This is an optimization exercise on Yosys and OpenROAD, whose aim is small area, not a production implementation. RTL that was checked went through simulation tests only; none was proved equivalent to the original. Power figures rest on the tool's default switching activity, not on a simulated workload.

== run A ==
==> flow/design.v (excerpt) <==
module axi_split_top
(
   input  logic       clk,
   input  logic       resetn,
   input  axi_split_pkg::addr_t      s_aw_addr,
   input  axi_split_pkg::len_t       s_aw_len,
   input  logic       s_aw_valid,
   output logic       s_aw_ready,
   input  axi_split_pkg::wide_data_t s_w_data,
   input  logic       s_w_last,
   input  logic       s_w_valid,
   output logic       s_w_ready,
   output logic       s_b_valid,
   input  logic       s_b_ready,
   input  axi_split_pkg::addr_t      s_ar_addr,
   input  axi_split_pkg::len_t       s_ar_len,
   input  logic       s_ar_valid,
   output logic       s_ar_ready,
   output axi_split_pkg::wide_data_t s_r_data,
   output logic       s_r_last,
   output logic       s_r_valid,
   input  logic       s_r_ready,
   output axi_split_pkg::addr_t      m0_aw_addr,
   output axi_split_pkg::len_t       m0_aw_len,
   output logic       m0_aw_valid,
   input  logic       m0_aw_ready,
   output axi_split_pkg::half_data_t m0_w_data,
   output logic       m0_w_last,
   output logic       m0_w_valid,
   input  logic       m0_w_ready,
   input  logic       m0_b_valid,
   output logic       m0_b_ready,
   output axi_split_pkg::addr_t      m0_ar_addr,
   output axi_split_pkg::len_t       m0_ar_len,
   output logic       m0_ar_valid,
   input  logic       m0_ar_ready,
   input  axi_split_pkg::half_data_t m0_r_data,
   input  logic       m0_r_last,
   input  logic       m0_r_valid,
   output logic       m0_r_ready,
   output axi_split_pkg::addr_t      m1_aw_addr,
   output axi_split_pkg::len_t       m1_aw_len,
   output logic       m1_aw_valid,
   input  logic       m1_aw_ready,
   output axi_split_pkg::half_data_t m1_w_data,
   output logic       m1_w_last,
   output logic       m1_w_valid,
   input  logic       m1_w_ready,
   input  logic       m1_b_valid,
   output logic       m1_b_ready,
   output axi_split_pkg::addr_t      m1_ar_addr,
   output axi_split_pkg::len_t       m1_ar_len,
   output logic       m1_ar_valid,
   input  logic       m1_ar_ready,
   input  axi_split_pkg::half_data_t m1_r_data,
   input  logic       m1_r_last,
   input  logic       m1_r_valid,
   output logic       m1_r_ready
  ...
export LEC_CHECK = 0
export CAP_MARGIN = 20
export CORE_MARGIN = 2
export CORE_UTILIZATION = 65
export PLACE_DENSITY = 0.75
export SLEW_MARGIN = 20
create_clock -name core_clock -period 5.0 [get_ports {clk}]
standard.sh (not shown) runs the stock make flow with config.mk's settings and CLKGATE_MAP_FILE= SYNTH_SCRIPT=/design/flow/synth_recipe.tcl, a recipe that flattens the netlist after the stock synthesis.
==> flow/flow/run.sh <==
#!/bin/bash
# Standard layout, with the port buffers made from the smallest buffer cell
# and a clock tree without dummy balancing loads
set -euo pipefail
export BUFFER_PORTS_ARGS="-buffer_cell sky130_fd_sc_hd__buf_1"
export CTS_ARGS="-sink_clustering_enable -repair_clock_nets -dont_use_dummy_load -sink_clustering_size 10 -sink_clustering_max_diameter 50 -buf_list sky130_fd_sc_hd__clkbuf_4"
bash standard.sh finish > standard_flow.log 2>&1
--- input diff run A..run B ---
- CTS_CLUSTER_SIZE newly set to 10
- CTS_BUF_LIST newly set to sky130_fd_sc_hd__clkbuf_4
- CTS_CLUSTER_DIAMETER newly set to 50
- GPL_TIMING_DRIVEN newly set to 0
- CAP_MARGIN changed from 20 to 5
- SLEW_MARGIN changed from 20 to 5
==> flow/flow/run.sh <==
#!/bin/bash
# Standard layout, with the port buffers made from the smallest buffer cell
set -euo pipefail
export BUFFER_PORTS_ARGS="-buffer_cell sky130_fd_sc_hd__buf_1"
bash standard.sh finish > standard_flow.log 2>&1
--- outcome ---
Run B does worse than run A on global-route wire length before repair.
Count of clock-buffer cells in the layout (run B / run A): 1.3
Comparing run B and run A, the higher worst path setup slack after routing was measured on run A.
Count of buffers not belonging to the clock network in the layout (higher): run B
Run B vs run A: worst-case headroom to the max-slew limit up in run B
[run B vs run A] buffers plus inverters on the worst setup path: higher in run B
> inputs changed (run B -> run C)
- SLEW_MARGIN now 20, was 5
- CAP_MARGIN now 20, was 5
- GPL_TIMING_DRIVEN no longer set, was 0
Notes after the runs:
Going from run B to run C, number of flops mapped to enable cells by yosys shows no meaningful change; routed via count -1922. Count of clock-buffer cells in the layout is lower on run B.


== run M ==
axi_split_top, a different RTL version from the one above (not shown whole).
Size in the first run: roughly 3000 cells after synthesis, ~1400 flip-flops, ~530 I/O pins.
clock: 5.0 ns
lec_check: 0
cap_margin: 20
core_margin: 2
core_utilization: 65
cts_buf_list: sky130_fd_sc_hd__clkbuf_4 sky130_fd_sc_hd__clkbuf_8
place_density: 0.75
slew_margin: 20
run.sh (not shown) runs the stock make flow with config.mk's settings and CLKGATE_MAP_FILE= SYNTH_SCRIPT=/design/flow/synth_recipe.tcl, a recipe that flattens the netlist after the stock synthesis.
Stock flow here: none of the scripts above is used.
Having completed the whole flow, run M delivered a layout that passed the timing, DRC and antenna checks.
Changes in run X relative to run M:
Settings: removing CTS_BUF_LIST (formerly sky130_fd_sc_hd__clkbuf_4 sky130_fd_sc_hd__clkbuf_8); changing CORE_UTILIZATION from 65 to 40; removing PLACE_DENSITY (formerly 0.75).
## What came out
- The multi-input gate area in the final layout was comparable across run M and run X.
- The maximum clock frequency of run X is higher than that of run M.
- Post-layout instance area, run X vs run M: up by a few percent
- Run X — relative area of non-clock buffer cells in the final design 0.23 points lower, run M as reference
Function was not checked in any run of this note: the RTL went through the layout flow alone.


RTL: one of the versions met above, not the one the previous note started from.
For scale: about 1400 flip-flops, about 530 I/O pins.
export LEC_CHECK = 0
export CAP_MARGIN = 20
export CORE_MARGIN = 2
export CORE_UTILIZATION = 65
export CTS_BUF_LIST = sky130_fd_sc_hd__clkbuf_4 sky130_fd_sc_hd__clkbuf_8
export CTS_CLUSTER_DIAMETER = 60
export CTS_CLUSTER_SIZE = 12
export PLACE_DENSITY = 0.75
export SLEW_MARGIN = 20
create_clock -name core_clock -period 5.0 [get_ports {clk}]
standard.sh (not shown) runs the stock make flow with config.mk's settings and CLKGATE_MAP_FILE= SYNTH_SCRIPT=/design/flow/synth_recipe.tcl, a recipe that flattens the netlist after the stock synthesis.
==> flow/flow/run.sh <==
#!/bin/bash
# Standard layout, with the port buffers made from the smallest buffer cell
set -euo pipefail
export BUFFER_PORTS_ARGS="-buffer_cell sky130_fd_sc_hd__buf_1"
bash standard.sh finish > standard_flow.log 2>&1
The baseline completed with no timing, DRC or antenna violations.
Rerun with:
==> flow/flow/run.sh (replaced) <==
#!/bin/bash
# Standard layout, with the port buffers made from the smallest buffer cell
# and a clock tree without dummy balancing loads
set -euo pipefail
export BUFFER_PORTS_ARGS="-buffer_cell sky130_fd_sc_hd__buf_1"
export CTS_ARGS="-sink_clustering_enable -repair_clock_nets -dont_use_dummy_load -sink_clustering_size 10 -sink_clustering_max_diameter 40 -buf_list sky130_fd_sc_hd__clkbuf_4"
bash standard.sh finish > standard_flow.log 2>&1
Settings changed: CORE_UTILIZATION 65 to 75, CTS_BUF_LIST sky130_fd_sc_hd__clkbuf_4 sky130_fd_sc_hd__clkbuf_8 to unset, CTS_CLUSTER_DIAMETER 60 to unset, CTS_CLUSTER_SIZE 12 to unset, GPL_ROUTABILITY_DRIVEN set to 0, PLACE_DENSITY 0.75 to 0.82.
The new run finished with timing, DRC and antenna clean.
Cell count decreases by 3.2%.
Register-to-register slack gains 0.13 ns.
Fmax stays flat.
Area after synthesis stays the same.
Utilization goes up by 9.0 points.
Clock power fell by about 28%.
Rerun with:
Settings changed: GPL_ROUTABILITY_DRIVEN 0 to unset, GPL_TIMING_DRIVEN set to 0.
After rerunning: Worst setup slack got worse by 0.64 ns; via count climbs by 6.8%; total power climbs by 1.2%; final cell count climbs by 5.7%.
Rerun with:
==> flow/flow/run.sh (replaced) <==
#!/bin/bash
# Standard layout, with the port buffers made from the smallest buffer cell
set -euo pipefail
export BUFFER_PORTS_ARGS="-buffer_cell sky130_fd_sc_hd__buf_1"
bash standard.sh finish > standard_flow.log 2>&1
Settings changed: CORE_UTILIZATION 75 to 70, CTS_BUF_LIST set to sky130_fd_sc_hd__clkbuf_8, CTS_CLUSTER_DIAMETER set to 45, CTS_CLUSTER_SIZE set to 24, GPL_TIMING_DRIVEN 0 to unset, PLACE_DENSITY 0.82 to 0.78.
Result:
- power rises by 11%
- design area increases by 0.55%
- critical path depth fell by 2
- area after synthesis stays the same
- first-iteration DRC count falls by 31%
- cell count fell by 2.2%
Rerun with:
==> flow/flow/run.sh (replaced) <==
#!/bin/bash
# Standard layout, with the port buffers made from the smallest buffer cell
# and a clock tree without dummy balancing loads
set -euo pipefail
export BUFFER_PORTS_ARGS="-buffer_cell sky130_fd_sc_hd__buf_1"
export CTS_ARGS="-sink_clustering_enable -repair_clock_nets -dont_use_dummy_load -sink_clustering_size 10 -sink_clustering_max_diameter 40 -buf_list {sky130_fd_sc_hd__clkbuf_2 sky130_fd_sc_hd__clkbuf_4}"
bash standard.sh finish > standard_flow.log 2>&1
Settings changed: CTS_BUF_LIST sky130_fd_sc_hd__clkbuf_8 to unset, CTS_CLUSTER_DIAMETER 45 to unset, CTS_CLUSTER_SIZE 24 to unset.
After rerunning: The changed run completed with no timing, DRC or antenna violations. Die area does not change. Routed wire length falls by 0.77%. Clock power falls by about 35%. Clock skew rises by 0.082 ns. Final cell count falls by 1.7%. Synthesized cell count stays the same. Combinational power is about the same. Final area falls by about 2.8%.
Rerun with:
==> flow/flow/run.sh (replaced) <==
#!/bin/bash
# Standard layout, with the port buffers made from the smallest buffer cell
set -euo pipefail
export BUFFER_PORTS_ARGS="-buffer_cell sky130_fd_sc_hd__buf_1"
bash standard.sh finish > standard_flow.log 2>&1
Settings changed: CORE_UTILIZATION 70 to 65, CTS_BUF_LIST set to sky130_fd_sc_hd__clkbuf_4 sky130_fd_sc_hd__clkbuf_8, CTS_CLUSTER_DIAMETER set to 45, CTS_CLUSTER_SIZE set to 16, PLACE_DENSITY 0.78 to 0.75.
- wire length goes up by 2.5%
- register-to-register slack loses 0.11 ns
- utilization shrinks by 3.5 points
- clock-buffer cell count decreases by 18
- worst setup slack gets better by 0.069 ns

[afterwards: timing with drivers on the ports]
The results above use ideal ports. As a check the final layouts listed here were re-extracted and re-timed, cells and wires unchanged. Step 1, drivers: a clkbuf_16 drives clk and a buf_2 each remaining input, both assumed. Step 2 adds t to the input delays and takes it off the output delays; t is the mean of the earliest and latest rising clock arrival at the registers after step 1. Input paths then give back, and output paths get back, about the clock's delay inside the block. Slacks: ideal ports / drivers / drivers and shift; pairs: ideal ports / drivers.
run | t (ns) | setup WS [ns] | hold slack, ns | slew at the worst register clock pin (ns) | worst data-port slew with drivers (ns)
run A | 1.060 | 0.771 / 0.705 / 1.032 | 0.168 / 0.127 / 0.485 | 0.12 / 0.12 | 0.15
run B | 1.110 | 0.245 / 0.175 / 0.942 | 0.182 / 0.135 / 0.501 | 0.12 / 0.12 | 0.15
run C | 1.112 | 0.725 / 0.658 / 1.038 | 0.145 / 0.108 / 0.494 | 0.12 / 0.12 | 0.15
run M | 0.915 | 0.292 / 0.217 / 1.133 | 0.477 / 0.477 / 0.477 | 0.07 / 0.07 | 0.15
run X | 0.831 | 0.355 / 0.279 / 1.110 | 0.475 / 0.475 / 0.475 | 0.06 / 0.06 | 0.19
the first run of note 3 | 0.855 | 0.976 / 0.909 / 1.070 | 0.441 / 0.411 / 0.484 | 0.09 / 0.09 | 0.16
the second run of note 3 | 1.038 | 0.979 / 0.914 / 1.496 | 0.226 / 0.185 / 0.482 | 0.11 / 0.11 | 0.14
the third run of note 3 | 1.084 | 0.342 / 0.274 / 1.046 | 0.196 / 0.157 / 0.504 | 0.12 / 0.12 | 0.15
the fourth run of note 3 | 0.847 | 1.078 / 1.012 / 1.504 | 0.437 / 0.393 / 0.477 | 0.11 / 0.11 | 0.15
the fifth run of note 3 | 1.060 | 0.890 / 0.823 / 1.494 | 0.228 / 0.191 / 0.472 | 0.11 / 0.11 | 0.14
the sixth run of note 3 | 0.867 | 0.960 / 0.895 / 1.082 | 0.416 / 0.397 / 0.485 | 0.10 / 0.10 | 0.15
After both steps setup and hold are still met in every run listed.
